Context: an optimization exercise on an open-source flow, tuned for small area, a short achievable clock period and few clock cycles per item. The choices shown serve that exercise and are no tape-out recipe.
Only simulation tests tie the RTL to the original design; equivalence was not proved.
Power is estimated from default activity; no workload was simulated.

[design/flow/design.v]
module qpsk_mimo_modulator #(
    parameter int R_W = 16,
    parameter int Y_W = 20
) (
    input  logic              i_clk,
    input  logic              i_reset_n,
    input  logic              i_r_load,
    input  logic [20*R_W-1:0] i_r,
    input  logic              i_bit_vld,
    input  logic              i_bit,
    output logic              o_bit_rdy,
    output logic              o_vld,
    input  logic              i_rdy,
    output logic [8*Y_W-1:0]  o_y_hat,
    output logic              o_busy
);
    logic [9:0][15:0] ra, rb;
    logic [2:0]       p;           
    logic [2:0]       cnt;         
    logic [6:0]       col;         
    logic [7:0]       x;           
    logic             xv;          
    logic             win;         
    logic             fin;         
    logic             vld;
    logic             rdy;
    logic             busy;
    logic       p0, p7, act, acc, acc8, wr_lo;
    logic [7:3] wr_d;
    logic       xv_n, win_n, vld_n;
    logic [2:0] p_n, cnt_n;
    assign p0    = (p == 3'd0);
    assign p7    = (p == 3'd7);
    assign act   = (p0 & xv) | win;
    assign acc   = i_bit_vld & rdy;
    assign acc8  = acc & (cnt == 3'd7);
    assign wr_lo = win & (p == 3'd2) & ~vld;
    always_comb
        for (int d = 3; d < 8; d++) wr_d[d] = win & (p == 3'(d));
    assign p_n   = i_r_load ? 3'd0 : p + 3'd1;
    assign cnt_n = acc ? cnt + 3'd1 : cnt;
    assign xv_n  = acc8 | (xv & ~(win & p7));
    assign win_n = act & ~p7 & ~((p == 3'd2) & vld);
    assign vld_n = fin | (vld & ~i_rdy);
    assign o_bit_rdy = rdy;
    assign o_vld     = vld;
    assign o_busy    = busy;
    always_ff @(posedge i_clk or negedge i_reset_n) begin
        if (!i_reset_n) begin
            p    <= '0;
            cnt  <= '0;
            xv   <= 1'b0;
            win  <= 1'b0;
            fin  <= 1'b0;
            vld  <= 1'b0;
            rdy  <= 1'b1;
            busy <= 1'b0;
        end else begin
            p    <= p_n;
            cnt  <= cnt_n;
            xv   <= xv_n;
            win  <= win_n;
            fin  <= win & p7;
            vld  <= vld_n;
            busy <= xv_n | (win & p7) | vld_n;
            rdy  <= (cnt_n != 3'd7) | ~xv_n | (win_n & (p_n == 3'd7));
        end
    end
    always_ff @(posedge i_clk) begin
        if (i_r_load) begin
            for (int k = 0; k < 10; k++) begin
                ra[k] <= i_r[32*k +: 16];
                rb[k] <= i_r[32*k+16 +: 16];
            end
        end else begin
            for (int k = 0; k < 10; k++) begin
                ra[k] <= {ra[k][1:0], ra[k][15:2]};
                rb[k] <= {rb[k][1:0], rb[k][15:2]};
            end
        end
        if (acc) col <= {i_bit, col[6:1]};
        if (acc8) x <= {i_bit, col};
    end
    logic [7:0] g0_u0, g0_u1, g0_ng, g0_si, g0_st, g0_co;
    logic [1:0] g0_dig, g0_dq1, g0_dq2;
    logic [3:0] g0_top;
    logic [19:0] g0_y;
    logic g0_t1, g0_t2, g0_t3, g0_t4, g0_t5, g0_t6, g0_t7, g0_t8, g0_t9, g0_t10, g0_t11, g0_t12, g0_t13, g0_t14, g0_t15, g0_t16, g0_t17, g0_t18, g0_t19, g0_t20, g0_t21, g0_t22, g0_t23, g0_t24, g0_t25, g0_t26, g0_t27, g0_t28, g0_t29, g0_t30, g0_t31, g0_t32;
    logic g0_p1, g0_p2, g0_p3, g0_p4, g0_p5, g0_p6, g0_p7, g0_p8, g0_p9, g0_p10, g0_p11, g0_p12, g0_p13, g0_p14, g0_p15, g0_p16;
    assign g0_u0[0] = ra[0][0] ^ x[0];
    assign g0_u1[0] = ra[0][1] ^ x[0] ^ p7;
    assign g0_ng[0] = x[0];
    assign g0_u0[1] = rb[0][0] ^ ~x[1];
    assign g0_u1[1] = rb[0][1] ^ ~x[1] ^ p7;
    assign g0_ng[1] = ~x[1];
    assign g0_u0[2] = ra[1][0] ^ x[2];
    assign g0_u1[2] = ra[1][1] ^ x[2] ^ p7;
    assign g0_ng[2] = x[2];
    assign g0_u0[3] = rb[1][0] ^ ~x[3];
    assign g0_u1[3] = rb[1][1] ^ ~x[3] ^ p7;
    assign g0_ng[3] = ~x[3];
    assign g0_u0[4] = ra[3][0] ^ x[4];
    assign g0_u1[4] = ra[3][1] ^ x[4] ^ p7;
    assign g0_ng[4] = x[4];
    assign g0_u0[5] = rb[3][0] ^ ~x[5];
    assign g0_u1[5] = rb[3][1] ^ ~x[5] ^ p7;
    assign g0_ng[5] = ~x[5];
    assign g0_u0[6] = ra[6][0] ^ x[6];
    assign g0_u1[6] = ra[6][1] ^ x[6] ^ p7;
    assign g0_ng[6] = x[6];
    assign g0_u0[7] = rb[6][0] ^ ~x[7];
    assign g0_u1[7] = rb[6][1] ^ ~x[7] ^ p7;
    assign g0_ng[7] = ~x[7];
    assign g0_si = p0 ? g0_ng : g0_st;
    assign g0_dig = {g0_t31, g0_t15};
    assign g0_co = {g0_t32, g0_t30, g0_t28, g0_t26, g0_t24, g0_t22, g0_t20, g0_t18};
    assign g0_top = {g0_p15, g0_p13, g0_p11, g0_p7};
    assign {g0_t2, g0_t1} = {1'b0, g0_u0[0]} + {1'b0, g0_u0[1]} + {1'b0, g0_u0[2]};
    assign {g0_t4, g0_t3} = {1'b0, g0_u0[3]} + {1'b0, g0_u0[4]} + {1'b0, g0_u0[5]};
    assign {g0_t6, g0_t5} = {1'b0, g0_u0[6]} + {1'b0, g0_u0[7]} + {1'b0, g0_si[0]};
    assign {g0_t8, g0_t7} = {1'b0, g0_si[1]} + {1'b0, g0_si[2]} + {1'b0, g0_si[3]};
    assign {g0_t10, g0_t9} = {1'b0, g0_si[4]} + {1'b0, g0_si[5]} + {1'b0, g0_si[6]};
    assign {g0_t12, g0_t11} = {1'b0, g0_si[7]} + {1'b0, g0_t1} + {1'b0, g0_t3};
    assign {g0_t14, g0_t13} = {1'b0, g0_t5} + {1'b0, g0_t7} + {1'b0, g0_t9};
    assign {g0_t16, g0_t15} = {1'b0, g0_t11} + {1'b0, g0_t13};
    assign {g0_t18, g0_t17} = {1'b0, g0_u1[0]} + {1'b0, g0_u1[1]} + {1'b0, g0_u1[2]};
    assign {g0_t20, g0_t19} = {1'b0, g0_u1[3]} + {1'b0, g0_u1[4]} + {1'b0, g0_u1[5]};
    assign {g0_t22, g0_t21} = {1'b0, g0_u1[6]} + {1'b0, g0_u1[7]} + {1'b0, g0_t2};
    assign {g0_t24, g0_t23} = {1'b0, g0_t4} + {1'b0, g0_t6} + {1'b0, g0_t8};
    assign {g0_t26, g0_t25} = {1'b0, g0_t10} + {1'b0, g0_t17} + {1'b0, g0_t19};
    assign {g0_t28, g0_t27} = {1'b0, g0_t12} + {1'b0, g0_t14} + {1'b0, g0_t21};
    assign {g0_t30, g0_t29} = {1'b0, g0_t23} + {1'b0, g0_t25} + {1'b0, g0_t16};
    assign {g0_t32, g0_t31} = {1'b0, g0_t27} + {1'b0, g0_t29};
    assign {g0_p2, g0_p1} = {1'b0, g0_st[0]} + {1'b0, g0_st[1]} + {1'b0, g0_st[2]};
    assign {g0_p4, g0_p3} = {1'b0, g0_st[3]} + {1'b0, g0_st[4]} + {1'b0, g0_st[5]};
    assign {g0_p6, g0_p5} = {1'b0, g0_st[6]} + {1'b0, g0_st[7]} + {1'b0, g0_p1};
    assign {g0_p8, g0_p7} = {1'b0, g0_p3} + {1'b0, g0_p5};
    assign {g0_p10, g0_p9} = {1'b0, g0_p2} + {1'b0, g0_p4} + {1'b0, g0_p6};
    assign {g0_p12, g0_p11} = {1'b0, g0_p8} + {1'b0, g0_p9};
    assign {g0_p14, g0_p13} = {1'b0, 1'b1} + {1'b0, g0_p10} + {1'b0, g0_p12};
    assign {g0_p16, g0_p15} = {1'b0, 1'b1} + {1'b0, g0_p14};
    always_ff @(posedge i_clk) begin
        g0_st  <= g0_co;
        g0_dq1 <= g0_dig;
        g0_dq2 <= g0_dq1;
        if (wr_lo) g0_y[5:0] <= {g0_dig, g0_dq1, g0_dq2};
        if (wr_d[3]) g0_y[7:6]   <= g0_dig;
        if (wr_d[4]) g0_y[9:8]   <= g0_dig;
        if (wr_d[5]) g0_y[11:10] <= g0_dig;
        if (wr_d[6]) g0_y[13:12] <= g0_dig;
        if (wr_d[7]) g0_y[15:14] <= g0_dig;
        if (fin) g0_y[19:16] <= g0_top;
    end
    assign o_y_hat[0 +: 20] = g0_y;
    logic [7:0] g1_u0, g1_u1, g1_ng, g1_si, g1_st, g1_co;
    logic [1:0] g1_dig, g1_dq1, g1_dq2;
    logic [3:0] g1_top;
    logic [19:0] g1_y;
    logic g1_t1, g1_t2, g1_t3, g1_t4, g1_t5, g1_t6, g1_t7, g1_t8, g1_t9, g1_t10, g1_t11, g1_t12, g1_t13, g1_t14, g1_t15, g1_t16, g1_t17, g1_t18, g1_t19, g1_t20, g1_t21, g1_t22, g1_t23, g1_t24, g1_t25, g1_t26, g1_t27, g1_t28, g1_t29, g1_t30, g1_t31, g1_t32;
    logic g1_p1, g1_p2, g1_p3, g1_p4, g1_p5, g1_p6, g1_p7, g1_p8, g1_p9, g1_p10, g1_p11, g1_p12, g1_p13, g1_p14, g1_p15, g1_p16;
    assign g1_u0[0] = rb[0][0] ^ x[0];
    assign g1_u1[0] = rb[0][1] ^ x[0] ^ p7;
    assign g1_ng[0] = x[0];
    assign g1_u0[1] = ra[0][0] ^ x[1];
    assign g1_u1[1] = ra[0][1] ^ x[1] ^ p7;
    assign g1_ng[1] = x[1];
    assign g1_u0[2] = rb[1][0] ^ x[2];
    assign g1_u1[2] = rb[1][1] ^ x[2] ^ p7;
    assign g1_ng[2] = x[2];
    assign g1_u0[3] = ra[1][0] ^ x[3];
    assign g1_u1[3] = ra[1][1] ^ x[3] ^ p7;
    assign g1_ng[3] = x[3];
    assign g1_u0[4] = rb[3][0] ^ x[4];
    assign g1_u1[4] = rb[3][1] ^ x[4] ^ p7;
    assign g1_ng[4] = x[4];
    assign g1_u0[5] = ra[3][0] ^ x[5];
    assign g1_u1[5] = ra[3][1] ^ x[5] ^ p7;
    assign g1_ng[5] = x[5];
    assign g1_u0[6] = rb[6][0] ^ x[6];
    assign g1_u1[6] = rb[6][1] ^ x[6] ^ p7;
    assign g1_ng[6] = x[6];
    assign g1_u0[7] = ra[6][0] ^ x[7];
    assign g1_u1[7] = ra[6][1] ^ x[7] ^ p7;
    assign g1_ng[7] = x[7];
    assign g1_si = p0 ? g1_ng : g1_st;
    assign g1_dig = {g1_t31, g1_t15};
    assign g1_co = {g1_t32, g1_t30, g1_t28, g1_t26, g1_t24, g1_t22, g1_t20, g1_t18};
    assign g1_top = {g1_p15, g1_p13, g1_p11, g1_p7};
    assign {g1_t2, g1_t1} = {1'b0, g1_u0[0]} + {1'b0, g1_u0[1]} + {1'b0, g1_u0[2]};
    assign {g1_t4, g1_t3} = {1'b0, g1_u0[3]} + {1'b0, g1_u0[4]} + {1'b0, g1_u0[5]};
    assign {g1_t6, g1_t5} = {1'b0, g1_u0[6]} + {1'b0, g1_u0[7]} + {1'b0, g1_si[0]};
    assign {g1_t8, g1_t7} = {1'b0, g1_si[1]} + {1'b0, g1_si[2]} + {1'b0, g1_si[3]};
    assign {g1_t10, g1_t9} = {1'b0, g1_si[4]} + {1'b0, g1_si[5]} + {1'b0, g1_si[6]};
    assign {g1_t12, g1_t11} = {1'b0, g1_si[7]} + {1'b0, g1_t1} + {1'b0, g1_t3};
    assign {g1_t14, g1_t13} = {1'b0, g1_t5} + {1'b0, g1_t7} + {1'b0, g1_t9};
    assign {g1_t16, g1_t15} = {1'b0, g1_t11} + {1'b0, g1_t13};
    assign {g1_t18, g1_t17} = {1'b0, g1_u1[0]} + {1'b0, g1_u1[1]} + {1'b0, g1_u1[2]};
    assign {g1_t20, g1_t19} = {1'b0, g1_u1[3]} + {1'b0, g1_u1[4]} + {1'b0, g1_u1[5]};
    assign {g1_t22, g1_t21} = {1'b0, g1_u1[6]} + {1'b0, g1_u1[7]} + {1'b0, g1_t2};
    assign {g1_t24, g1_t23} = {1'b0, g1_t4} + {1'b0, g1_t6} + {1'b0, g1_t8};
    assign {g1_t26, g1_t25} = {1'b0, g1_t10} + {1'b0, g1_t17} + {1'b0, g1_t19};
    assign {g1_t28, g1_t27} = {1'b0, g1_t12} + {1'b0, g1_t14} + {1'b0, g1_t21};
    assign {g1_t30, g1_t29} = {1'b0, g1_t23} + {1'b0, g1_t25} + {1'b0, g1_t16};
    assign {g1_t32, g1_t31} = {1'b0, g1_t27} + {1'b0, g1_t29};
    assign {g1_p2, g1_p1} = {1'b0, g1_st[0]} + {1'b0, g1_st[1]} + {1'b0, g1_st[2]};
    assign {g1_p4, g1_p3} = {1'b0, g1_st[3]} + {1'b0, g1_st[4]} + {1'b0, g1_st[5]};
    assign {g1_p6, g1_p5} = {1'b0, g1_st[6]} + {1'b0, g1_st[7]} + {1'b0, g1_p1};
    assign {g1_p8, g1_p7} = {1'b0, g1_p3} + {1'b0, g1_p5};
    assign {g1_p10, g1_p9} = {1'b0, g1_p2} + {1'b0, g1_p4} + {1'b0, g1_p6};
    assign {g1_p12, g1_p11} = {1'b0, g1_p8} + {1'b0, g1_p9};
    assign {g1_p14, g1_p13} = {1'b0, 1'b1} + {1'b0, g1_p10} + {1'b0, g1_p12};
    assign {g1_p16, g1_p15} = {1'b0, 1'b1} + {1'b0, g1_p14};
    always_ff @(posedge i_clk) begin
        g1_st  <= g1_co;
        g1_dq1 <= g1_dig;
        g1_dq2 <= g1_dq1;
        if (wr_lo) g1_y[5:0] <= {g1_dig, g1_dq1, g1_dq2};
        if (wr_d[3]) g1_y[7:6]   <= g1_dig;
        if (wr_d[4]) g1_y[9:8]   <= g1_dig;
        if (wr_d[5]) g1_y[11:10] <= g1_dig;
        if (wr_d[6]) g1_y[13:12] <= g1_dig;
        if (wr_d[7]) g1_y[15:14] <= g1_dig;
        if (fin) g1_y[19:16] <= g1_top;
    end
    assign o_y_hat[20 +: 20] = g1_y;
    logic [5:0] g2_u0, g2_u1, g2_ng, g2_si, g2_st, g2_co;
    logic [1:0] g2_dig, g2_dq1, g2_dq2;
    logic [3:0] g2_top;
    logic [19:0] g2_y;
    logic g2_t1, g2_t2, g2_t3, g2_t4, g2_t5, g2_t6, g2_t7, g2_t8, g2_t9, g2_t10, g2_t11, g2_t12, g2_t13, g2_t14, g2_t15, g2_t16, g2_t17, g2_t18, g2_t19, g2_t20, g2_t21, g2_t22, g2_t23, g2_t24;
    logic g2_p1, g2_p2, g2_p3, g2_p4, g2_p5, g2_p6, g2_p7, g2_p8, g2_p9, g2_p10, g2_p11, g2_p12;
    assign g2_u0[0] = ra[2][0] ^ x[2];
    assign g2_u1[0] = ra[2][1] ^ x[2] ^ p7;
    assign g2_ng[0] = x[2];
    assign g2_u0[1] = rb[2][0] ^ ~x[3];
    assign g2_u1[1] = rb[2][1] ^ ~x[3] ^ p7;
    assign g2_ng[1] = ~x[3];
    assign g2_u0[2] = ra[4][0] ^ x[4];
    assign g2_u1[2] = ra[4][1] ^ x[4] ^ p7;
    assign g2_ng[2] = x[4];
    assign g2_u0[3] = rb[4][0] ^ ~x[5];
    assign g2_u1[3] = rb[4][1] ^ ~x[5] ^ p7;
    assign g2_ng[3] = ~x[5];
    assign g2_u0[4] = ra[7][0] ^ x[6];
    assign g2_u1[4] = ra[7][1] ^ x[6] ^ p7;
    assign g2_ng[4] = x[6];
    assign g2_u0[5] = rb[7][0] ^ ~x[7];
    assign g2_u1[5] = rb[7][1] ^ ~x[7] ^ p7;
    assign g2_ng[5] = ~x[7];
    assign g2_si = p0 ? g2_ng : g2_st;
    assign g2_dig = {g2_t23, g2_t11};
    assign g2_co = {g2_t24, g2_t22, g2_t20, g2_t18, g2_t16, g2_t14};
    assign g2_top = {g2_p11, g2_p9, g2_p7, g2_p5};
    assign {g2_t2, g2_t1} = {1'b0, g2_u0[0]} + {1'b0, g2_u0[1]} + {1'b0, g2_u0[2]};
    assign {g2_t4, g2_t3} = {1'b0, g2_u0[3]} + {1'b0, g2_u0[4]} + {1'b0, g2_u0[5]};
    assign {g2_t6, g2_t5} = {1'b0, g2_si[0]} + {1'b0, g2_si[1]} + {1'b0, g2_si[2]};
    assign {g2_t8, g2_t7} = {1'b0, g2_si[3]} + {1'b0, g2_si[4]} + {1'b0, g2_si[5]};
    assign {g2_t10, g2_t9} = {1'b0, g2_t1} + {1'b0, g2_t3} + {1'b0, g2_t5};
    assign {g2_t12, g2_t11} = {1'b0, g2_t7} + {1'b0, g2_t9};
    assign {g2_t14, g2_t13} = {1'b0, g2_u1[0]} + {1'b0, g2_u1[1]} + {1'b0, g2_u1[2]};
    assign {g2_t16, g2_t15} = {1'b0, g2_u1[3]} + {1'b0, g2_u1[4]} + {1'b0, g2_u1[5]};
    assign {g2_t18, g2_t17} = {1'b0, g2_t2} + {1'b0, g2_t4} + {1'b0, g2_t6};
    assign {g2_t20, g2_t19} = {1'b0, g2_t8} + {1'b0, g2_t13} + {1'b0, g2_t15};
    assign {g2_t22, g2_t21} = {1'b0, g2_t10} + {1'b0, g2_t17} + {1'b0, g2_t19};
    assign {g2_t24, g2_t23} = {1'b0, g2_t12} + {1'b0, g2_t21};
    assign {g2_p2, g2_p1} = {1'b0, g2_st[0]} + {1'b0, g2_st[1]} + {1'b0, g2_st[2]};
    assign {g2_p4, g2_p3} = {1'b0, g2_st[3]} + {1'b0, g2_st[4]} + {1'b0, g2_st[5]};
    assign {g2_p6, g2_p5} = {1'b0, 1'b1} + {1'b0, g2_p1} + {1'b0, g2_p3};
    assign {g2_p8, g2_p7} = {1'b0, g2_p2} + {1'b0, g2_p4} + {1'b0, g2_p6};
    assign {g2_p10, g2_p9} = {1'b0, 1'b1} + {1'b0, g2_p8};
    assign {g2_p12, g2_p11} = {1'b0, 1'b1} + {1'b0, g2_p10};
    always_ff @(posedge i_clk) begin
        g2_st  <= g2_co;
        g2_dq1 <= g2_dig;
        g2_dq2 <= g2_dq1;
        if (wr_lo) g2_y[5:0] <= {g2_dig, g2_dq1, g2_dq2};
        if (wr_d[3]) g2_y[7:6]   <= g2_dig;
        if (wr_d[4]) g2_y[9:8]   <= g2_dig;
        if (wr_d[5]) g2_y[11:10] <= g2_dig;
        if (wr_d[6]) g2_y[13:12] <= g2_dig;
        if (wr_d[7]) g2_y[15:14] <= g2_dig;
        if (fin) g2_y[19:16] <= g2_top;
    end
    assign o_y_hat[40 +: 20] = g2_y;
    logic [5:0] g3_u0, g3_u1, g3_ng, g3_si, g3_st, g3_co;
    logic [1:0] g3_dig, g3_dq1, g3_dq2;
    logic [3:0] g3_top;
    logic [19:0] g3_y;
    logic g3_t1, g3_t2, g3_t3, g3_t4, g3_t5, g3_t6, g3_t7, g3_t8, g3_t9, g3_t10, g3_t11, g3_t12, g3_t13, g3_t14, g3_t15, g3_t16, g3_t17, g3_t18, g3_t19, g3_t20, g3_t21, g3_t22, g3_t23, g3_t24;
    logic g3_p1, g3_p2, g3_p3, g3_p4, g3_p5, g3_p6, g3_p7, g3_p8, g3_p9, g3_p10, g3_p11, g3_p12;
    assign g3_u0[0] = rb[2][0] ^ x[2];
    assign g3_u1[0] = rb[2][1] ^ x[2] ^ p7;
    assign g3_ng[0] = x[2];
    assign g3_u0[1] = ra[2][0] ^ x[3];
    assign g3_u1[1] = ra[2][1] ^ x[3] ^ p7;
    assign g3_ng[1] = x[3];
    assign g3_u0[2] = rb[4][0] ^ x[4];
    assign g3_u1[2] = rb[4][1] ^ x[4] ^ p7;
    assign g3_ng[2] = x[4];
    assign g3_u0[3] = ra[4][0] ^ x[5];
    assign g3_u1[3] = ra[4][1] ^ x[5] ^ p7;
    assign g3_ng[3] = x[5];
    assign g3_u0[4] = rb[7][0] ^ x[6];
    assign g3_u1[4] = rb[7][1] ^ x[6] ^ p7;
    assign g3_ng[4] = x[6];
    assign g3_u0[5] = ra[7][0] ^ x[7];
    assign g3_u1[5] = ra[7][1] ^ x[7] ^ p7;
    assign g3_ng[5] = x[7];
    assign g3_si = p0 ? g3_ng : g3_st;
    assign g3_dig = {g3_t23, g3_t11};
    assign g3_co = {g3_t24, g3_t22, g3_t20, g3_t18, g3_t16, g3_t14};
    assign g3_top = {g3_p11, g3_p9, g3_p7, g3_p5};
    assign {g3_t2, g3_t1} = {1'b0, g3_u0[0]} + {1'b0, g3_u0[1]} + {1'b0, g3_u0[2]};
    assign {g3_t4, g3_t3} = {1'b0, g3_u0[3]} + {1'b0, g3_u0[4]} + {1'b0, g3_u0[5]};
    assign {g3_t6, g3_t5} = {1'b0, g3_si[0]} + {1'b0, g3_si[1]} + {1'b0, g3_si[2]};
    assign {g3_t8, g3_t7} = {1'b0, g3_si[3]} + {1'b0, g3_si[4]} + {1'b0, g3_si[5]};
    assign {g3_t10, g3_t9} = {1'b0, g3_t1} + {1'b0, g3_t3} + {1'b0, g3_t5};
    assign {g3_t12, g3_t11} = {1'b0, g3_t7} + {1'b0, g3_t9};
    assign {g3_t14, g3_t13} = {1'b0, g3_u1[0]} + {1'b0, g3_u1[1]} + {1'b0, g3_u1[2]};
    assign {g3_t16, g3_t15} = {1'b0, g3_u1[3]} + {1'b0, g3_u1[4]} + {1'b0, g3_u1[5]};
    assign {g3_t18, g3_t17} = {1'b0, g3_t2} + {1'b0, g3_t4} + {1'b0, g3_t6};
    assign {g3_t20, g3_t19} = {1'b0, g3_t8} + {1'b0, g3_t13} + {1'b0, g3_t15};
    assign {g3_t22, g3_t21} = {1'b0, g3_t10} + {1'b0, g3_t17} + {1'b0, g3_t19};
    assign {g3_t24, g3_t23} = {1'b0, g3_t12} + {1'b0, g3_t21};
    assign {g3_p2, g3_p1} = {1'b0, g3_st[0]} + {1'b0, g3_st[1]} + {1'b0, g3_st[2]};
    assign {g3_p4, g3_p3} = {1'b0, g3_st[3]} + {1'b0, g3_st[4]} + {1'b0, g3_st[5]};
    assign {g3_p6, g3_p5} = {1'b0, 1'b1} + {1'b0, g3_p1} + {1'b0, g3_p3};
    assign {g3_p8, g3_p7} = {1'b0, g3_p2} + {1'b0, g3_p4} + {1'b0, g3_p6};
    assign {g3_p10, g3_p9} = {1'b0, 1'b1} + {1'b0, g3_p8};
    assign {g3_p12, g3_p11} = {1'b0, 1'b1} + {1'b0, g3_p10};
    always_ff @(posedge i_clk) begin
        g3_st  <= g3_co;
        g3_dq1 <= g3_dig;
        g3_dq2 <= g3_dq1;
        if (wr_lo) g3_y[5:0] <= {g3_dig, g3_dq1, g3_dq2};
        if (wr_d[3]) g3_y[7:6]   <= g3_dig;
        if (wr_d[4]) g3_y[9:8]   <= g3_dig;
        if (wr_d[5]) g3_y[11:10] <= g3_dig;
        if (wr_d[6]) g3_y[13:12] <= g3_dig;
        if (wr_d[7]) g3_y[15:14] <= g3_dig;
        if (fin) g3_y[19:16] <= g3_top;
    end
    assign o_y_hat[60 +: 20] = g3_y;
    logic [3:0] g4_u0, g4_u1, g4_ng, g4_si, g4_st, g4_co;
    logic [1:0] g4_dig, g4_dq1, g4_dq2;
    logic [3:0] g4_top;
    logic [19:0] g4_y;
    logic g4_t1, g4_t2, g4_t3, g4_t4, g4_t5, g4_t6, g4_t7, g4_t8, g4_t9, g4_t10, g4_t11, g4_t12, g4_t13, g4_t14, g4_t15, g4_t16;
    logic g4_p1, g4_p2, g4_p3, g4_p4, g4_p5, g4_p6, g4_p7, g4_p8, g4_p9, g4_p10;
    assign g4_u0[0] = ra[5][0] ^ x[4];
    assign g4_u1[0] = ra[5][1] ^ x[4] ^ p7;
    assign g4_ng[0] = x[4];
    assign g4_u0[1] = rb[5][0] ^ ~x[5];
    assign g4_u1[1] = rb[5][1] ^ ~x[5] ^ p7;
    assign g4_ng[1] = ~x[5];
    assign g4_u0[2] = ra[8][0] ^ x[6];
    assign g4_u1[2] = ra[8][1] ^ x[6] ^ p7;
    assign g4_ng[2] = x[6];
    assign g4_u0[3] = rb[8][0] ^ ~x[7];
    assign g4_u1[3] = rb[8][1] ^ ~x[7] ^ p7;
    assign g4_ng[3] = ~x[7];
    assign g4_si = p0 ? g4_ng : g4_st;
    assign g4_dig = {g4_t15, g4_t7};
    assign g4_co = {g4_t16, g4_t14, g4_t12, g4_t10};
    assign g4_top = {g4_p9, g4_p7, g4_p5, g4_p3};
    assign {g4_t2, g4_t1} = {1'b0, g4_u0[0]} + {1'b0, g4_u0[1]} + {1'b0, g4_u0[2]};
    assign {g4_t4, g4_t3} = {1'b0, g4_u0[3]} + {1'b0, g4_si[0]} + {1'b0, g4_si[1]};
    assign {g4_t6, g4_t5} = {1'b0, g4_si[2]} + {1'b0, g4_si[3]} + {1'b0, g4_t1};
    assign {g4_t8, g4_t7} = {1'b0, g4_t3} + {1'b0, g4_t5};
    assign {g4_t10, g4_t9} = {1'b0, g4_u1[0]} + {1'b0, g4_u1[1]} + {1'b0, g4_u1[2]};
    assign {g4_t12, g4_t11} = {1'b0, g4_u1[3]} + {1'b0, g4_t2} + {1'b0, g4_t4};
    assign {g4_t14, g4_t13} = {1'b0, g4_t9} + {1'b0, g4_t6} + {1'b0, g4_t11};
    assign {g4_t16, g4_t15} = {1'b0, g4_t8} + {1'b0, g4_t13};
    assign {g4_p2, g4_p1} = {1'b0, g4_st[0]} + {1'b0, g4_st[1]} + {1'b0, g4_st[2]};
    assign {g4_p4, g4_p3} = {1'b0, g4_st[3]} + {1'b0, g4_p1};
    assign {g4_p6, g4_p5} = {1'b0, 1'b1} + {1'b0, g4_p2} + {1'b0, g4_p4};
    assign {g4_p8, g4_p7} = {1'b0, 1'b1} + {1'b0, g4_p6};
    assign {g4_p10, g4_p9} = {1'b0, 1'b1} + {1'b0, g4_p8};
    always_ff @(posedge i_clk) begin
        g4_st  <= g4_co;
        g4_dq1 <= g4_dig;
        g4_dq2 <= g4_dq1;
        if (wr_lo) g4_y[5:0] <= {g4_dig, g4_dq1, g4_dq2};
        if (wr_d[3]) g4_y[7:6]   <= g4_dig;
        if (wr_d[4]) g4_y[9:8]   <= g4_dig;
        if (wr_d[5]) g4_y[11:10] <= g4_dig;
        if (wr_d[6]) g4_y[13:12] <= g4_dig;
        if (wr_d[7]) g4_y[15:14] <= g4_dig;
        if (fin) g4_y[19:16] <= g4_top;
    end
    assign o_y_hat[80 +: 20] = g4_y;
    logic [3:0] g5_u0, g5_u1, g5_ng, g5_si, g5_st, g5_co;
    logic [1:0] g5_dig, g5_dq1, g5_dq2;
    logic [3:0] g5_top;
    logic [19:0] g5_y;
    logic g5_t1, g5_t2, g5_t3, g5_t4, g5_t5, g5_t6, g5_t7, g5_t8, g5_t9, g5_t10, g5_t11, g5_t12, g5_t13, g5_t14, g5_t15, g5_t16;
    logic g5_p1, g5_p2, g5_p3, g5_p4, g5_p5, g5_p6, g5_p7, g5_p8, g5_p9, g5_p10;
    assign g5_u0[0] = rb[5][0] ^ x[4];
    assign g5_u1[0] = rb[5][1] ^ x[4] ^ p7;
    assign g5_ng[0] = x[4];
    assign g5_u0[1] = ra[5][0] ^ x[5];
    assign g5_u1[1] = ra[5][1] ^ x[5] ^ p7;
    assign g5_ng[1] = x[5];
    assign g5_u0[2] = rb[8][0] ^ x[6];
    assign g5_u1[2] = rb[8][1] ^ x[6] ^ p7;
    assign g5_ng[2] = x[6];
    assign g5_u0[3] = ra[8][0] ^ x[7];
    assign g5_u1[3] = ra[8][1] ^ x[7] ^ p7;
    assign g5_ng[3] = x[7];
    assign g5_si = p0 ? g5_ng : g5_st;
    assign g5_dig = {g5_t15, g5_t7};
    assign g5_co = {g5_t16, g5_t14, g5_t12, g5_t10};
    assign g5_top = {g5_p9, g5_p7, g5_p5, g5_p3};
    assign {g5_t2, g5_t1} = {1'b0, g5_u0[0]} + {1'b0, g5_u0[1]} + {1'b0, g5_u0[2]};
    assign {g5_t4, g5_t3} = {1'b0, g5_u0[3]} + {1'b0, g5_si[0]} + {1'b0, g5_si[1]};
    assign {g5_t6, g5_t5} = {1'b0, g5_si[2]} + {1'b0, g5_si[3]} + {1'b0, g5_t1};
    assign {g5_t8, g5_t7} = {1'b0, g5_t3} + {1'b0, g5_t5};
    assign {g5_t10, g5_t9} = {1'b0, g5_u1[0]} + {1'b0, g5_u1[1]} + {1'b0, g5_u1[2]};
    assign {g5_t12, g5_t11} = {1'b0, g5_u1[3]} + {1'b0, g5_t2} + {1'b0, g5_t4};
    assign {g5_t14, g5_t13} = {1'b0, g5_t9} + {1'b0, g5_t6} + {1'b0, g5_t11};
    assign {g5_t16, g5_t15} = {1'b0, g5_t8} + {1'b0, g5_t13};
    assign {g5_p2, g5_p1} = {1'b0, g5_st[0]} + {1'b0, g5_st[1]} + {1'b0, g5_st[2]};
    assign {g5_p4, g5_p3} = {1'b0, g5_st[3]} + {1'b0, g5_p1};
    assign {g5_p6, g5_p5} = {1'b0, 1'b1} + {1'b0, g5_p2} + {1'b0, g5_p4};
    assign {g5_p8, g5_p7} = {1'b0, 1'b1} + {1'b0, g5_p6};
    assign {g5_p10, g5_p9} = {1'b0, 1'b1} + {1'b0, g5_p8};
    always_ff @(posedge i_clk) begin
        g5_st  <= g5_co;
        g5_dq1 <= g5_dig;
        g5_dq2 <= g5_dq1;
        if (wr_lo) g5_y[5:0] <= {g5_dig, g5_dq1, g5_dq2};
        if (wr_d[3]) g5_y[7:6]   <= g5_dig;
        if (wr_d[4]) g5_y[9:8]   <= g5_dig;
        if (wr_d[5]) g5_y[11:10] <= g5_dig;
        if (wr_d[6]) g5_y[13:12] <= g5_dig;
        if (wr_d[7]) g5_y[15:14] <= g5_dig;
        if (fin) g5_y[19:16] <= g5_top;
    end
    assign o_y_hat[100 +: 20] = g5_y;
    logic [1:0] g6_u0, g6_u1, g6_ng, g6_si, g6_st, g6_co;
    logic [1:0] g6_dig, g6_dq1, g6_dq2;
    logic [3:0] g6_top;
    logic [19:0] g6_y;
    logic g6_t1, g6_t2, g6_t3, g6_t4, g6_t5, g6_t6, g6_t7, g6_t8;
    logic g6_p1, g6_p2, g6_p3, g6_p4, g6_p5, g6_p6, g6_p7, g6_p8;
    assign g6_u0[0] = ra[9][0] ^ x[6];
    assign g6_u1[0] = ra[9][1] ^ x[6] ^ p7;
    assign g6_ng[0] = x[6];
    assign g6_u0[1] = rb[9][0] ^ ~x[7];
    assign g6_u1[1] = rb[9][1] ^ ~x[7] ^ p7;
    assign g6_ng[1] = ~x[7];
    assign g6_si = p0 ? g6_ng : g6_st;
    assign g6_dig = {g6_t7, g6_t3};
    assign g6_co = {g6_t8, g6_t6};
    assign g6_top = {g6_p7, g6_p5, g6_p3, g6_p1};
    assign {g6_t2, g6_t1} = {1'b0, g6_u0[0]} + {1'b0, g6_u0[1]} + {1'b0, g6_si[0]};
    assign {g6_t4, g6_t3} = {1'b0, g6_si[1]} + {1'b0, g6_t1};
    assign {g6_t6, g6_t5} = {1'b0, g6_u1[0]} + {1'b0, g6_u1[1]} + {1'b0, g6_t2};
    assign {g6_t8, g6_t7} = {1'b0, g6_t4} + {1'b0, g6_t5};
    assign {g6_p2, g6_p1} = {1'b0, g6_st[0]} + {1'b0, g6_st[1]} + {1'b0, 1'b1};
    assign {g6_p4, g6_p3} = {1'b0, 1'b1} + {1'b0, g6_p2};
    assign {g6_p6, g6_p5} = {1'b0, 1'b1} + {1'b0, g6_p4};
    assign {g6_p8, g6_p7} = {1'b0, 1'b1} + {1'b0, g6_p6};
    always_ff @(posedge i_clk) begin
        g6_st  <= g6_co;
        g6_dq1 <= g6_dig;
        g6_dq2 <= g6_dq1;
        if (wr_lo) g6_y[5:0] <= {g6_dig, g6_dq1, g6_dq2};
        if (wr_d[3]) g6_y[7:6]   <= g6_dig;
        if (wr_d[4]) g6_y[9:8]   <= g6_dig;
        if (wr_d[5]) g6_y[11:10] <= g6_dig;
        if (wr_d[6]) g6_y[13:12] <= g6_dig;
        if (wr_d[7]) g6_y[15:14] <= g6_dig;
        if (fin) g6_y[19:16] <= g6_top;
    end
    assign o_y_hat[120 +: 20] = g6_y;
    logic [1:0] g7_u0, g7_u1, g7_ng, g7_si, g7_st, g7_co;
    logic [1:0] g7_dig, g7_dq1, g7_dq2;
    logic [3:0] g7_top;
    logic [19:0] g7_y;
    logic g7_t1, g7_t2, g7_t3, g7_t4, g7_t5, g7_t6, g7_t7, g7_t8;
    logic g7_p1, g7_p2, g7_p3, g7_p4, g7_p5, g7_p6, g7_p7, g7_p8;
    assign g7_u0[0] = rb[9][0] ^ x[6];
    assign g7_u1[0] = rb[9][1] ^ x[6] ^ p7;
    assign g7_ng[0] = x[6];
    assign g7_u0[1] = ra[9][0] ^ x[7];
    assign g7_u1[1] = ra[9][1] ^ x[7] ^ p7;
    assign g7_ng[1] = x[7];
    assign g7_si = p0 ? g7_ng : g7_st;
    assign g7_dig = {g7_t7, g7_t3};
    assign g7_co = {g7_t8, g7_t6};
    assign g7_top = {g7_p7, g7_p5, g7_p3, g7_p1};
    assign {g7_t2, g7_t1} = {1'b0, g7_u0[0]} + {1'b0, g7_u0[1]} + {1'b0, g7_si[0]};
    assign {g7_t4, g7_t3} = {1'b0, g7_si[1]} + {1'b0, g7_t1};
    assign {g7_t6, g7_t5} = {1'b0, g7_u1[0]} + {1'b0, g7_u1[1]} + {1'b0, g7_t2};
    assign {g7_t8, g7_t7} = {1'b0, g7_t4} + {1'b0, g7_t5};
    assign {g7_p2, g7_p1} = {1'b0, g7_st[0]} + {1'b0, g7_st[1]} + {1'b0, 1'b1};
    assign {g7_p4, g7_p3} = {1'b0, 1'b1} + {1'b0, g7_p2};
    assign {g7_p6, g7_p5} = {1'b0, 1'b1} + {1'b0, g7_p4};
    assign {g7_p8, g7_p7} = {1'b0, 1'b1} + {1'b0, g7_p6};
    always_ff @(posedge i_clk) begin
        g7_st  <= g7_co;
        g7_dq1 <= g7_dig;
        g7_dq2 <= g7_dq1;
        if (wr_lo) g7_y[5:0] <= {g7_dig, g7_dq1, g7_dq2};
        if (wr_d[3]) g7_y[7:6]   <= g7_dig;
        if (wr_d[4]) g7_y[9:8]   <= g7_dig;
        if (wr_d[5]) g7_y[11:10] <= g7_dig;
        if (wr_d[6]) g7_y[13:12] <= g7_dig;
        if (wr_d[7]) g7_y[15:14] <= g7_dig;
        if (fin) g7_y[19:16] <= g7_top;
    end
    assign o_y_hat[140 +: 20] = g7_y;
endmodule
[design/flow/run.sh]
#!/bin/bash
# synth_recipe.tcl (not shown) runs the flow's synth.tcl, then flattens the netlist and writes it again
# the make line also repeats each setting of config.mk as NAME=value (left out here)
make -C /OpenROAD-flow-scripts/flow DESIGN_CONFIG=/design/flow/config.mk WORK_HOME=/design/flow/orfs CLKGATE_MAP_FILE= SYNTH_SCRIPT=/design/flow/synth_recipe.tcl finish
[design/flow/config.mk]
export PLATFORM = sky130hd
export DESIGN_NAME = qpsk_mimo_modulator
export DESIGN_NICKNAME = qpsk_mimo_modulator
export VERILOG_FILES = /design/flow/design.v
export SDC_FILE = /design/flow/constraint.sdc
export NUM_CORES = 4
export LEC_CHECK = 0
export CAP_MARGIN = 20
export CORE_MARGIN = 2
export CORE_UTILIZATION = 40
export SLEW_MARGIN = 20
[design/flow/constraint.sdc]
create_clock -name core_clock -period 12.0 [get_ports {i_clk}]
set_input_delay 2.4000 -clock core_clock [delete_from_list [all_inputs] [get_ports {i_clk}]]
set_output_delay 2.4000 -clock core_clock [all_outputs]
set_load 0.01 [all_outputs]
==> out/results.ini, run 1 <==
[synth]
postSynthRegisterBits = 571
synth_edf_count = 167
yosysSeqAreaShare = 0.625
synth_flop_cell = dfxtp_1
syn-num-nets = 1816
syn_area_um2 = 21100
yosysWarnings = 1
synth.distinct_cells = 35
synth_cells = 1372
async_flop_share = 0.0210
syn_area_per_cell_um2 = 15.3

[status]
status = complete, no violations

[critical_path]
crit_buf_inv = 2
slowest_stage = ha_1
worstPathArrival_ns = 4.79
crit_path_end_kind = register
crit_chain = ha_1, ha_1, xnor2_2, xnor2_1, fa_1, inv_1, fa_1, fa_1, inv_1, ha_1
cpPeakStageDelay_ns = 0.89
cp.required_ns = 12.30
setup.worst_path.start = p[0]
cpLargestDelayFamily = adder cells
crit_fanout = 13
critical_path_class = register to register
critPathLaunchType = register
rr_startpoint = p[0]

[sta]
worst_pin_slew_ns = 1.13
fin_crit_sh = 0.374
max_freq_ghz = 0.223
skew_ns = 0.0276
fin_setup_tns_ns = 0
layout_min_cycle_time_ns = 4.49
hold_viol = 0
rsz0062_at_grt = false
maxSlewViolCount = 0
relSlewSlack = 0.247
setup_viol = 0

[placed_design]
place_congestion = 0.787
port_buffers = 488
hpwl_um = 38600

[detailed_routing]
route.antenna.remaining_nets = 0
wl_per_cell_um = 19.3
drc = 0
routed_wl_um = 50300
vias = 11672
dr.pass1.iters = 4
dr.first_iter.drc_count = 561
vias_per_cell = 4.48

[min_path]
hp-start = g4_dq1[0]
hold_class = register to register

[floorplanning]
core_um2 = 52300
die_area_um2 = 54500
dieHeight_um = 233
row_count = 84
start_util = 0.402
ios = 489
die_w_um = 233

[cts]
postCtsSetupRepairBufs = 0
cts_root_buf = clkbuf_16
clkSinkCount = 571
post_cts_resize_count = 0
postCtsHoldBufs = 0
clk_pin_slew_ns = 0.06
clk_latency_ns = 0.62
cts_tree = yes
htree_levels = 2
cts_buffer_depth = 3
cts_buffers = 58

[grt]
antenna_found_initial = 22
grt.overflow.total = 0
grt_max_degree = 197
grt_pass1_wl_um = 73600
grt_pass1_vias = 12269
gr-usage-all-layers = 0.183

[final_layout]
layout.nets = 2307
final_core_util = 0.541
fill_cells = 4435
areaGrowthSynthToFinish_pct = 34.5
drive_above_1_share = 0.220

[job]
cap_violations = 0

[power_and_ir_drop]
worst_ir_drop_vdd_mv = 0.210
power.total_mw = 6.48
leakagePower_nw = 11.1
power_density_nw_per_um2 = 229

## cell usage in the layout (no fill, tap or decap), drive strengths merged, types with 15 or more instances in the layout
cell type and count:
xor2 18, ha 38, clkbuf 85, edfxtp 167
a21oi 25, dfxtp 392, inv 130, nand2 15
clkdlybuf4s50 487, mux2 321, fa 80, xnor2 74
## metal layers
layer,vias up,global-route usage,share of wire
met2,372,0.302,0.47
met1,5583,0.216,0.40
met3,101,0.0811,0.097
met5,-,0,0.0025
met4,22,0.0548,0.025
li1,5594,-,-
## path summary, 6_finish.rpt
path / depth (start not counted) / slack, ns / endpoint
worst max register to register: 10 / 7.51 / g2_y[5]
min in group asynchronous: 1 / 2.17 / busy
max in group asynchronous: 1 / 9.43 / fin
worst min register to register: 0 / 0.35 / g4_dq2[0]
worst max-delay path: 10 / 7.51 / g2_y[5]
worst min-delay path: 0 / 0.35 / g4_dq2[0]
## state kept, by name (all words and copies together), names as in the netlist, 19 cells and up
name and flops:
g3_y 19, g4_y 19, g2_y 19, ra 160
g1_y 20, g0_y 20, g5_y 19, rb 160
## layout make-up
type                    instances  area, um2  area share
diodes                         11       27.5    0.000972
repair buffers                491       4920       0.174
inverters                     128        480      0.0170
well taps                     688        861      0.0304
multi-input cells             613       7020       0.248
clock buffers                  85       1660      0.0587
clock inverters                20        184     0.00649
flip-flops and latches        571      13200       0.465
## synth_stat cells, types with 3 or more instances
| library cell | count | area share |
|---|---|---|
| dfxtp_1 | 392 | 0.37 |
| mux2_2 | 321 | 0.17 |
| edfxtp_1 | 167 | 0.24 |
| inv_1 | 128 | 0.023 |
| fa_1 | 80 | 0.076 |
| xnor2_1 | 70 | 0.029 |
| ha_1 | 38 | 0.023 |
| buf_4 | 35 | 0.012 |
| a21oi_1 | 25 | 0.0059 |
| buf_2 | 18 | 0.0043 |
| xor2_1 | 16 | 0.0067 |
| nand2_1 | 15 | 0.0027 |
| dfrtp_1 | 11 | 0.013 |
| a21o_1 | 7 | 0.0025 |
| and2_1 | 7 | 0.0021 |
| nor2_1 | 6 | 0.0011 |
| and3_1 | 4 | 0.0012 |
| clkbuf_1 | 4 | 0.00071 |
| nor2b_1 | 3 | 0.00089 |
| o21ai_0 | 3 | 0.00071 |
| xnor2_2 | 3 | 0.0023 |
## power breakdown
group | total (mW) | switching (mW) | leakage [nW] | internal, mW
combinational | 1.83 | 1.02 | 5.22 | 0.810
clock | 1.74 | 0.736 | 0.898 | 1.00
sequential | 2.91 | 0.161 | 4.96 | 2.74
total | 6.48 | 1.92 | 11.1 | 4.56
## through the flow
| stage | area, um2 | instances | setup slack, ns | hold slack (ns) |
|---|---|---|---|---|
| 3_3_place_gp | 26400 | 2491 | 7.44 | 0.327 |
| 4_1_cts | 28300 | 2596 | 7.47 | 0.349 |
| 5_1_grt | 28300 | 2599 | 7.30 | 0.353 |
| 6_report | 28300 | 2607 | 7.51 | 0.347 |
| 3_5_place_dp | 26400 | 2491 | 7.42 | 0.334 |
| 2_1_floorplan | 21100 | 1372 | 7.16 | 0.327 |
## worst register-to-register path, stage by stage, from the launching register on
cell	delay [ns]
dfrtp_1	0.42
ha_1	0.20
ha_1	0.89
xnor2_2	0.37
xnor2_1	0.36
fa_1	0.47
inv_1	0.09
fa_1	0.44
fa_1	0.54
inv_1	0.05
ha_1	0.38
## kinds of logic after synthesis
kind of cell             Yosys count  synth area share
buffers and inverters            188            0.0415
multiplexers                     323             0.173
AND/OR/NAND/NOR                   41            0.0101
adder cells (fa/ha/maj)          118            0.0987
AO/OA/AOI/OAI                     39            0.0108
XOR/XNOR                          92            0.0410
flip-flops                       571             0.625
Testbench counts, summed over its fixed seeds: cycles 4,448, items 512.
==> run 2: changes to the inputs <==
--- a/design/flow/design.v
+++ b/design/flow/design.v
@@ -27,3 +27,4 @@
     logic             busy;
-    logic       p0, p7, act, acc, acc8, wr_lo;
+    logic             p0;          
+    logic       p7, act, acc, acc8, wr_lo;
     logic [7:3] wr_d;
@@ -31,3 +32,2 @@
     logic [2:0] p_n, cnt_n;
-    assign p0    = (p == 3'd0);
     assign p7    = (p == 3'd7);
@@ -50,2 +50,3 @@
             p    <= '0;
+            p0   <= 1'b1;
             cnt  <= '0;
@@ -59,2 +60,3 @@
             p    <= p_n;
+            p0   <= (p_n == 3'd0);
             cnt  <= cnt_n;
@@ -71,4 +73,4 @@
             for (int k = 0; k < 10; k++) begin
-                ra[k] <= i_r[32*k +: 16];
-                rb[k] <= i_r[32*k+16 +: 16];
+                ra[k] <= i_r[32*k +: 16] ^ 16'h8000;
+                rb[k] <= i_r[32*k+16 +: 16] ^ 16'h8000;
             end
@@ -90,24 +92,24 @@
     assign g0_u0[0] = ra[0][0] ^ x[0];
-    assign g0_u1[0] = ra[0][1] ^ x[0] ^ p7;
+    assign g0_u1[0] = ra[0][1] ^ x[0];
     assign g0_ng[0] = x[0];
     assign g0_u0[1] = rb[0][0] ^ ~x[1];
-    assign g0_u1[1] = rb[0][1] ^ ~x[1] ^ p7;
+    assign g0_u1[1] = rb[0][1] ^ ~x[1];
     assign g0_ng[1] = ~x[1];
     assign g0_u0[2] = ra[1][0] ^ x[2];
-    assign g0_u1[2] = ra[1][1] ^ x[2] ^ p7;
+    assign g0_u1[2] = ra[1][1] ^ x[2];
     assign g0_ng[2] = x[2];
     assign g0_u0[3] = rb[1][0] ^ ~x[3];
-    assign g0_u1[3] = rb[1][1] ^ ~x[3] ^ p7;
+    assign g0_u1[3] = rb[1][1] ^ ~x[3];
     assign g0_ng[3] = ~x[3];
     assign g0_u0[4] = ra[3][0] ^ x[4];
-    assign g0_u1[4] = ra[3][1] ^ x[4] ^ p7;
+    assign g0_u1[4] = ra[3][1] ^ x[4];
     assign g0_ng[4] = x[4];
     assign g0_u0[5] = rb[3][0] ^ ~x[5];
-    assign g0_u1[5] = rb[3][1] ^ ~x[5] ^ p7;
+    assign g0_u1[5] = rb[3][1] ^ ~x[5];
     assign g0_ng[5] = ~x[5];
     assign g0_u0[6] = ra[6][0] ^ x[6];
-    assign g0_u1[6] = ra[6][1] ^ x[6] ^ p7;
+    assign g0_u1[6] = ra[6][1] ^ x[6];
     assign g0_ng[6] = x[6];
     assign g0_u0[7] = rb[6][0] ^ ~x[7];
-    assign g0_u1[7] = rb[6][1] ^ ~x[7] ^ p7;
+    assign g0_u1[7] = rb[6][1] ^ ~x[7];
     assign g0_ng[7] = ~x[7];
@@ -161,24 +163,24 @@
     assign g1_u0[0] = rb[0][0] ^ x[0];
-    assign g1_u1[0] = rb[0][1] ^ x[0] ^ p7;
+    assign g1_u1[0] = rb[0][1] ^ x[0];
     assign g1_ng[0] = x[0];
     assign g1_u0[1] = ra[0][0] ^ x[1];
-    assign g1_u1[1] = ra[0][1] ^ x[1] ^ p7;
+    assign g1_u1[1] = ra[0][1] ^ x[1];
     assign g1_ng[1] = x[1];
     assign g1_u0[2] = rb[1][0] ^ x[2];
-    assign g1_u1[2] = rb[1][1] ^ x[2] ^ p7;
+    assign g1_u1[2] = rb[1][1] ^ x[2];
     assign g1_ng[2] = x[2];
     assign g1_u0[3] = ra[1][0] ^ x[3];
-    assign g1_u1[3] = ra[1][1] ^ x[3] ^ p7;
+    assign g1_u1[3] = ra[1][1] ^ x[3];
     assign g1_ng[3] = x[3];
     assign g1_u0[4] = rb[3][0] ^ x[4];
-    assign g1_u1[4] = rb[3][1] ^ x[4] ^ p7;
+    assign g1_u1[4] = rb[3][1] ^ x[4];
     assign g1_ng[4] = x[4];
     assign g1_u0[5] = ra[3][0] ^ x[5];
-    assign g1_u1[5] = ra[3][1] ^ x[5] ^ p7;
+    assign g1_u1[5] = ra[3][1] ^ x[5];
     assign g1_ng[5] = x[5];
     assign g1_u0[6] = rb[6][0] ^ x[6];
-    assign g1_u1[6] = rb[6][1] ^ x[6] ^ p7;
+    assign g1_u1[6] = rb[6][1] ^ x[6];
     assign g1_ng[6] = x[6];
     assign g1_u0[7] = ra[6][0] ^ x[7];
-    assign g1_u1[7] = ra[6][1] ^ x[7] ^ p7;
+    assign g1_u1[7] = ra[6][1] ^ x[7];
     assign g1_ng[7] = x[7];
@@ -232,18 +234,18 @@
     assign g2_u0[0] = ra[2][0] ^ x[2];
-    assign g2_u1[0] = ra[2][1] ^ x[2] ^ p7;
+    assign g2_u1[0] = ra[2][1] ^ x[2];
     assign g2_ng[0] = x[2];
     assign g2_u0[1] = rb[2][0] ^ ~x[3];
-    assign g2_u1[1] = rb[2][1] ^ ~x[3] ^ p7;
+    assign g2_u1[1] = rb[2][1] ^ ~x[3];
     assign g2_ng[1] = ~x[3];
     assign g2_u0[2] = ra[4][0] ^ x[4];
-    assign g2_u1[2] = ra[4][1] ^ x[4] ^ p7;
+    assign g2_u1[2] = ra[4][1] ^ x[4];
     assign g2_ng[2] = x[4];
     assign g2_u0[3] = rb[4][0] ^ ~x[5];
-    assign g2_u1[3] = rb[4][1] ^ ~x[5] ^ p7;
+    assign g2_u1[3] = rb[4][1] ^ ~x[5];
     assign g2_ng[3] = ~x[5];
     assign g2_u0[4] = ra[7][0] ^ x[6];
-    assign g2_u1[4] = ra[7][1] ^ x[6] ^ p7;
+    assign g2_u1[4] = ra[7][1] ^ x[6];
     assign g2_ng[4] = x[6];
     assign g2_u0[5] = rb[7][0] ^ ~x[7];
-    assign g2_u1[5] = rb[7][1] ^ ~x[7] ^ p7;
+    assign g2_u1[5] = rb[7][1] ^ ~x[7];
     assign g2_ng[5] = ~x[7];
@@ -291,18 +293,18 @@
     assign g3_u0[0] = rb[2][0] ^ x[2];
-    assign g3_u1[0] = rb[2][1] ^ x[2] ^ p7;
+    assign g3_u1[0] = rb[2][1] ^ x[2];
     assign g3_ng[0] = x[2];
     assign g3_u0[1] = ra[2][0] ^ x[3];
-    assign g3_u1[1] = ra[2][1] ^ x[3] ^ p7;
+    assign g3_u1[1] = ra[2][1] ^ x[3];
     assign g3_ng[1] = x[3];
     assign g3_u0[2] = rb[4][0] ^ x[4];
-    assign g3_u1[2] = rb[4][1] ^ x[4] ^ p7;
+    assign g3_u1[2] = rb[4][1] ^ x[4];
     assign g3_ng[2] = x[4];
     assign g3_u0[3] = ra[4][0] ^ x[5];
-    assign g3_u1[3] = ra[4][1] ^ x[5] ^ p7;
+    assign g3_u1[3] = ra[4][1] ^ x[5];
     assign g3_ng[3] = x[5];
     assign g3_u0[4] = rb[7][0] ^ x[6];
-    assign g3_u1[4] = rb[7][1] ^ x[6] ^ p7;
+    assign g3_u1[4] = rb[7][1] ^ x[6];
     assign g3_ng[4] = x[6];
     assign g3_u0[5] = ra[7][0] ^ x[7];
-    assign g3_u1[5] = ra[7][1] ^ x[7] ^ p7;
+    assign g3_u1[5] = ra[7][1] ^ x[7];
     assign g3_ng[5] = x[7];
@@ -350,12 +352,12 @@
     assign g4_u0[0] = ra[5][0] ^ x[4];
-    assign g4_u1[0] = ra[5][1] ^ x[4] ^ p7;
+    assign g4_u1[0] = ra[5][1] ^ x[4];
     assign g4_ng[0] = x[4];
     assign g4_u0[1] = rb[5][0] ^ ~x[5];
-    assign g4_u1[1] = rb[5][1] ^ ~x[5] ^ p7;
+    assign g4_u1[1] = rb[5][1] ^ ~x[5];
     assign g4_ng[1] = ~x[5];
     assign g4_u0[2] = ra[8][0] ^ x[6];
-    assign g4_u1[2] = ra[8][1] ^ x[6] ^ p7;
+    assign g4_u1[2] = ra[8][1] ^ x[6];
     assign g4_ng[2] = x[6];
     assign g4_u0[3] = rb[8][0] ^ ~x[7];
-    assign g4_u1[3] = rb[8][1] ^ ~x[7] ^ p7;
+    assign g4_u1[3] = rb[8][1] ^ ~x[7];
     assign g4_ng[3] = ~x[7];
@@ -398,12 +400,12 @@
     assign g5_u0[0] = rb[5][0] ^ x[4];
-    assign g5_u1[0] = rb[5][1] ^ x[4] ^ p7;
+    assign g5_u1[0] = rb[5][1] ^ x[4];
     assign g5_ng[0] = x[4];
     assign g5_u0[1] = ra[5][0] ^ x[5];
-    assign g5_u1[1] = ra[5][1] ^ x[5] ^ p7;
+    assign g5_u1[1] = ra[5][1] ^ x[5];
     assign g5_ng[1] = x[5];
     assign g5_u0[2] = rb[8][0] ^ x[6];
-    assign g5_u1[2] = rb[8][1] ^ x[6] ^ p7;
+    assign g5_u1[2] = rb[8][1] ^ x[6];
     assign g5_ng[2] = x[6];
     assign g5_u0[3] = ra[8][0] ^ x[7];
-    assign g5_u1[3] = ra[8][1] ^ x[7] ^ p7;
+    assign g5_u1[3] = ra[8][1] ^ x[7];
     assign g5_ng[3] = x[7];
@@ -446,6 +448,6 @@
     assign g6_u0[0] = ra[9][0] ^ x[6];
-    assign g6_u1[0] = ra[9][1] ^ x[6] ^ p7;
+    assign g6_u1[0] = ra[9][1] ^ x[6];
     assign g6_ng[0] = x[6];
     assign g6_u0[1] = rb[9][0] ^ ~x[7];
-    assign g6_u1[1] = rb[9][1] ^ ~x[7] ^ p7;
+    assign g6_u1[1] = rb[9][1] ^ ~x[7];
     assign g6_ng[1] = ~x[7];
@@ -483,6 +485,6 @@
     assign g7_u0[0] = rb[9][0] ^ x[6];
-    assign g7_u1[0] = rb[9][1] ^ x[6] ^ p7;
+    assign g7_u1[0] = rb[9][1] ^ x[6];
     assign g7_ng[0] = x[6];
     assign g7_u0[1] = ra[9][0] ^ x[7];
-    assign g7_u1[1] = ra[9][1] ^ x[7] ^ p7;
+    assign g7_u1[1] = ra[9][1] ^ x[7];
     assign g7_ng[1] = x[7];
--- a/design/flow/config.mk
+++ b/design/flow/config.mk
@@ -7,5 +7,6 @@
 export LEC_CHECK = 0
-export CAP_MARGIN = 20
+export CAP_MARGIN = 50
 export CORE_MARGIN = 2
 export CORE_UTILIZATION = 40
-export SLEW_MARGIN = 20
+export CTS_BUF_LIST = sky130_fd_sc_hd__clkbuf_8 sky130_fd_sc_hd__clkbuf_4
+export SLEW_MARGIN = 60
==> out/results.ini, run 2 <==
[status]
status = complete, no violations

[critical_path]
rrSetupSlack_ns = 8.09  ; +0.58 ns
cpPeakStageDelay_ns = 0.59  ; -0.30 ns
worstPathArrival_ns = 1.82  ; -2.97 ns
cp.required_ns = 9.60  ; -2.70 ns
crit_buf_inv = 1  ; -1
crit_chain = clkdlybuf4s50_1
slowest_stage = clkdlybuf4s50_1
crit_path_end_kind = primary output
rr_endpoint = g1_y[9]
rr_startpoint = p0
cpLargestDelayFamily = buffers and inverters
critical_path_class = register to primary output
critPathLaunchType = register
crit_fanout = 4  ; -9
r2r_cells = 11  ; +1

[sta]
skew_ns = 0.0259  ; -0.00174 ns
maxSlewViolCount = 0  ; unchanged
relSlewSlack = 0.677  ; +0.430
max_freq_ghz = 0.237  ; +6.3%
fin_setup_tns_ns = 0  ; unchanged
setup_viol = 0  ; unchanged
fin_crit_sh = 0.352  ; -0.0223
hold_viol = 0  ; unchanged
worst_pin_slew_ns = 0.484  ; -0.644 ns
rsz0062_at_grt = false
layout_min_cycle_time_ns = 4.22  ; -0.267 ns

[min_path]
whs_path_depth = 0  ; unchanged
hold_end = g0_dq2[1]
hold_class = register to register
hp-start = g0_dq1[1]

[synth]
synth_edf_count = 167  ; unchanged
synth-compound-area-share = 0.0162  ; +0.00543
synth_cells = 1377  ; +0.36%
syn_area_per_cell_um2 = 15.3  ; -0.49%
syn-num-nets = 1821  ; +0.28%
synth.most_common_cell = dfxtp_1
synth-xor-area-share = 0.0337  ; -0.00721
postSynthRegisterBits = 572  ; +0.18%
synthSimpleGateAreaFrac = 0.00964  ; -0.000463
synthAdderAreaFrac = 0.0988  ; +0.000129
syn_area_um2 = 21000  ; -0.13%
yosysSeqAreaShare = 0.627  ; +0.00207
synth.distinct_cells = 33  ; -5.7%
synth_top_family_by_area = multiplexers
async_flop_share = 0.0227  ; +0.00171
yosysTopAreaCellShare = 0.373  ; +0.000488
netlist_top_cells_count = dfxtp_1, mux2_2, edfxtp_1
synth.area.top_cells = dfxtp_1, edfxtp_1, mux2_2, fa_1, inv_1
yosysWarnings = 1  ; unchanged
synth_flop_cell = dfxtp_1
synthMuxAreaShare = 0.166  ; -0.00668
synth_area_leader_cell = dfxtp_1

[grt]
use_met2 = 0.298  ; -0.00408
grt_max_degree = 78  ; -60%
grt.busiest_layer = met2
grt.overflow.total = 0  ; unchanged
antenna_found_initial = 12  ; -45%
grt_pass1_wl_um = 72400  ; -1.6%
gr-usage-all-layers = 0.179  ; -0.00450
grt_use_met3 = 0.0728  ; -0.00830
met1_usage = 0.208  ; -0.00816
grt_pass1_vias = 12688  ; +3.4%

[placed_design]
hpwl_um = 36800  ; -4.7%
port_buffers = 488  ; unchanged
place_congestion = 0.776  ; -1.4%

[floorplanning]
die_area_um2 = 54400  ; -0.13%
ios = 489  ; unchanged
core_um2 = 52200  ; -0.20%
start_util = 0.402  ; about the same
dieHeight_um = 233  ; about the same
die_w_um = 233  ; about the same
row_count = 84  ; unchanged

[cts]
postCtsSetupRepairBufs = 0  ; unchanged
cts_buffer_depth = 3  ; unchanged
htree_levels = 3  ; +1
clk_pin_slew_ns = 0.06  ; about the same
clkSinkCount = 572  ; +0.18%
post_cts_resize_count = 0  ; unchanged
cts_root_buf = clkbuf_8
cts_buffers = 96  ; +66%
cts_tree = yes
postCtsHoldBufs = 0  ; unchanged
clk_latency_ns = 0.68  ; +0.06 ns

[final_layout]
layout_commonest_cell = clkdlybuf4s50_1
mostFrequentLayoutCells = clkdlybuf4s50_1, dfxtp_1, mux2_2
drive_above_1_share = 0.250  ; +0.0296
areaGrowthSynthToFinish_pct = 36.0
layout.nets = 2359  ; +2.3%
reg_top3 = ra (160), rb (160)

[power_and_ir_drop]
swShare = 0.300  ; +0.00367
p_switching_mw = 1.98  ; +3.2%
clkPwrFrac = 0.279  ; +0.011
worst_ir_drop_vdd_mv = 0.229  ; +9.4%
internal_power_mw = 4.62  ; +1.4%
leakagePower_nw = 11.4  ; +2.7%
pwr-share-seq = 0.439  ; -0.010
p_comb_frac = 0.282  ; about the same
power_density_nw_per_um2 = 231  ; +0.99%
power.total_mw = 6.60  ; +1.9%

[detailed_routing]
routed_wl_um = 48700  ; -3.2%
route.antenna.remaining_nets = 0  ; unchanged
drc = 0  ; unchanged
vias = 11950  ; +2.4%
dr.pass1.iters = 4  ; unchanged
wl_per_cell_um = 18.1  ; -6.0%
vias_per_cell = 4.45  ; -0.56%
dr.first_iter.drc_count = 324  ; -42%

[job]
cap_violations = 0  ; unchanged

==> run 2: cell types whose count changed after synthesis, moves of 4 or more <==
cell / before / now
a21boi_0: 1 / 13
a21o_1: 7 / 2
and2_1: 7 / 1
buf_4: 35 / 12
buf_6: 2 / 29
inv_1: 128 / 132
mux2_2: 321 / 301
mux2i_1: 2 / 10
nand2_1: 15 / 6
nor2_1: 6 / 25
o21ai_0: 3 / 12
xnor2_1: 70 / 35
xor2_1: 16 / 46
==> run 2: how the worst max path moves through the flow <==
stage,from,end,slack [ns],cells past startpoint
2_1_floorplan,p[0],g0_y[0],6.17,3
3_3_place_gp,i_r_load,rb[138],6.81,4
3_5_place_dp,i_r_load,rb[131],7.21,6
4_1_cts,rdy,o_bit_rdy,7.71,1
5_1_grt,rdy,o_bit_rdy,7.70,1
6_report,rdy,o_bit_rdy,7.78,1
==> run 2: worst register-to-register path, delay by kind of cell, from the launching register on <==
| family | cells | cell delay (ns) |
|---|---|---|
| flip-flops | 1 | 0.82 |
| AND/OR/NAND/NOR | 1 | 0.31 |
| adder cells (fa/ha/maj) | 5 | 1.97 |
| buffers and inverters | 4 | 0.26 |
| AO/OA/AOI/OAI | 1 | 0.21 |
==> run 2: through the flow <==
stage	cells	hold WS, ns	setup WS [ns]	cell area, um2	utilization
after floorplan	1377	0.327	6.17	21000	-
after global placement	2495	0.330	6.81	26300	0.504
after detailed placement	2504	0.333	7.21	26500	0.507
after CTS	2681	0.346	7.71	28600	0.547
after global routing	2684	0.349	7.70	28600	0.547
final	2684	0.342	7.78	28600	0.547
==> run 2: layout make-up <==
cell class / count / area [um2]
fillers: 4382 / 23600
clock inverters: 35 / 309
inverters: 132 / 495
repair buffers: 503 / 5100
multi-input cells: 610 / 6840
flip-flops and latches: 572 / 13200
diodes: 2 / 5.00
well taps: 688 / 861
clock buffers: 142 / 1790
==> run 2: cell families (layout without fill, tap and decap cells) <==
family,Yosys count,in the layout
simple gates,43,43
compound gates,57,57
other cells,0,2
buf+inv,195,812
xor+xnor,81,81
fa+ha+maj,118,118
flops,572,572
mux,311,311
==> run 2: power groups by stage <==
stage	Clock (mW)	Combinational, mW	Sequential, mW
final	1.84	1.86	2.90
after global routing	2.00	2.18	2.93
after CTS	1.91	1.90	2.91
after detailed placement	0	1.89	2.95
after global placement	0	1.81	2.95
after floorplan	0	1.09	2.91
==> run 2: per-layer routing <==
metal | wire [um] | vias to the layer above
li1 | - | 5719
met1 | 19400 | 5722
met2 | 23400 | 393
met3 | 4780 | 98
met4 | 999 | 18
met5 | 108 | -
Testbench counts of run 2, summed over its fixed seeds: cycles 4,448, items 512.

-- re-timing with driven ports --
Ports are ideal in the flow. The routed layouts listed here were re-timed in OpenROAD.
Step 1, drivers: a clkbuf_16 drives i_clk and a buf_2 each remaining input, both assumed.
Step 2 moves the port delays by t, midway between the first and last clock arrival at a register: inputs arrive t later, outputs are due t later. That takes back most of the time a late clock gives input paths.
Slacks: ideal ports / drivers / drivers and shift; pairs: ideal ports / drivers.
run | t (ns) | setup WS [ns] | hold slack, ns | worst slew at a driven data input, ns | cell pins on the clock port's net
run 1 | 0.661 | 7.513 / 7.513 / 7.287 | 0.347 / 0.347 / 0.347 | 0.10 | 1
run 2 | 0.721 | 7.780 / 7.724 / 7.122 | 0.342 / 0.342 / 0.342 | 0.10 | 1
After both steps setup and hold are still met in every run listed. The setup slack of run 2, which loses most, moves by -0.056 ns with the drivers and by -0.658 ns with both steps.
